This design comes from an exercise in tuning for small area, a short achievable clock period and few clock cycles per item on the open sky130 flow, not from production work.
Function was checked by simulation only, so behaviour that the tests miss may differ from the original.
Power and IR drop assume default switching activity.

// pi_current_loop_pwm
module pi_current_loop_pwm (
    input  logic                              i_clk,
    input  logic                              i_rst_n,
    input  logic                              i_in_valid,
    output logic                              i_in_ready,
    input  logic [picl_pkg::CUR_W-1:0]        i_in_raw_current,
    input  logic [picl_pkg::CUR_W-1:0]        i_in_current_target,
    input  logic [picl_pkg::PWM_W-1:0]        i_in_throttle_level,
    input  logic [picl_pkg::CUR_W-1:0]        i_in_current_ceiling,
    input  logic                              i_in_other_fault,
    output logic                              o_out_valid,
    input  logic                              o_out_ready,
    output logic [picl_pkg::PWM_W-1:0]        o_out_duty_width,
    output logic [picl_pkg::SR_W-1:0]         o_out_sr_width,
    output logic                              o_out_vref_flag,
    output logic [picl_pkg::FB_W-1:0]         o_out_norm_current,
    output logic [picl_pkg::CUR_W-1:0]        o_out_peak_current,
    output logic [picl_pkg::AVG_W-1:0]        o_out_pwm_average,
    output logic                              o_out_fault_off,
    input  logic                              psel,
    input  logic                              penable,
    input  logic                              pwrite,
    input  logic [picl_pkg::CFG_ADDR_W-1:0]   paddr,
    input  logic [picl_pkg::CFG_DATA_W-1:0]   pwdata,
    output logic [picl_pkg::CFG_DATA_W-1:0]   prdata,
    output logic                              pready
);
Size in the first run: roughly 37000 µm² of cells after synthesis.
==> flow/config.mk <==
export PLATFORM = sky130hd
export DESIGN_NAME = pi_current_loop_pwm
export DESIGN_NICKNAME = pi_current_loop_pwm
export VERILOG_FILES = /design/flow/design.v
export SDC_FILE = /design/flow/constraint.sdc
export NUM_CORES = 4
export LEC_CHECK = 0
export CAP_MARGIN = 20
export CORE_MARGIN = 2
export CORE_UTILIZATION = 55
export SLEW_MARGIN = 20
==> flow/constraint.sdc <==
create_clock -name core_clock -period 19.0 [get_ports {i_clk}]
set_input_delay 3.8000 -clock core_clock [delete_from_list [all_inputs] [get_ports {i_clk}]]
set_output_delay 3.8000 -clock core_clock [all_outputs]
set_load 0.01 [all_outputs]
standard.sh (not shown) runs the stock make flow with config.mk's settings and CLKGATE_MAP_FILE= SYNTH_SCRIPT=/design/flow/synth_recipe.tcl, a recipe that flattens the netlist after the stock synthesis.
==> flow/flow/run.sh <==
#!/bin/bash
# Standard ORFS layout, with the repair steps asked to leave extra setup
# slack (the clock constraint itself is the design's, unchanged).
set -euo pipefail
export SETUP_SLACK_MARGIN=${PICL_SETUP_MARGIN:-13.7}
bash standard.sh > standard.log 2>&1
The baseline passed the timing, design-rule and antenna checks.
Testbench counts at the start, summed over its fixed seeds: cycles 15,840, items 15,360.
==> next run, changes <==
==> flow/flow/run.sh (replaced) <==
#!/bin/bash
# Standard ORFS layout, with the repair steps asked to leave extra setup
# slack (the clock constraint itself is the design's, unchanged).
set -euo pipefail
export SETUP_SLACK_MARGIN=${PICL_SETUP_MARGIN:-14.3}
bash standard.sh > standard.log 2>&1
--- a/flow/config.mk
+++ b/flow/config.mk
@@ -8,4 +8,4 @@
 export CAP_MARGIN = 20
 export CORE_MARGIN = 2
-export CORE_UTILIZATION = 55
+export CORE_UTILIZATION = 60
 export SLEW_MARGIN = 20
Combinational power increases by 16%; worst hold slack hardly moves; clock-buffer cell count climbs by 4; area after synthesis stays the same; wire length grows by 6.2%; via count is higher by 5.8%; utilization rises by 11 points; non-clock buffer count went up by 179; setup slack improved by 0.21 ns; maximum frequency came out higher by 4.3%; clock skew is lower by 0.0096 ns.
==> next run, changes <==
==> flow/flow/run.sh (replaced) <==
#!/bin/bash
# Standard ORFS layout, with the repair steps asked to leave extra setup
# slack (the clock constraint itself is the design's, unchanged).
set -euo pipefail
export SETUP_SLACK_MARGIN=${PICL_SETUP_MARGIN:-14}
bash standard.sh > standard.log 2>&1
--- a/flow/config.mk
+++ b/flow/config.mk
@@ -8,4 +8,4 @@
 export CAP_MARGIN = 20
 export CORE_MARGIN = 2
-export CORE_UTILIZATION = 60
+export CORE_UTILIZATION = 65
 export SLEW_MARGIN = 20
=>
- design area goes down by a few percent
- setup slack loses 0.0096 ns
- utilization goes up by 0.91 points
- wire length goes down by a few percent
- clock power barely changes

## re-timing with driven ports
Ports are ideal in the flow. The routed layouts listed here were re-timed in OpenROAD. Step 1 assumes that a clkbuf_16 drives the clock port and a buf_2 every other input. Step 2 times the ports against the registers' clock, not the clock port: input delays grow and output delays shrink by t, the midpoint of the rising clock arrivals with the driver on. Three values: no drivers, after step 1, after step 2; two values: the first two.
run	t, ns	setup slack, ns	worst setup path after step 2
the first run	0.682	13.745 / 13.679 / 13.124	input to register
the second run	0.686	13.959 / 13.893 / 13.646	input to register
the third run	0.688	13.950 / 13.882 / 13.315	input to register
After both steps every run listed still meets setup and hold. The setup slack of the third run, which loses most, moves by -0.068 ns with the drivers and by -0.635 ns with both steps.
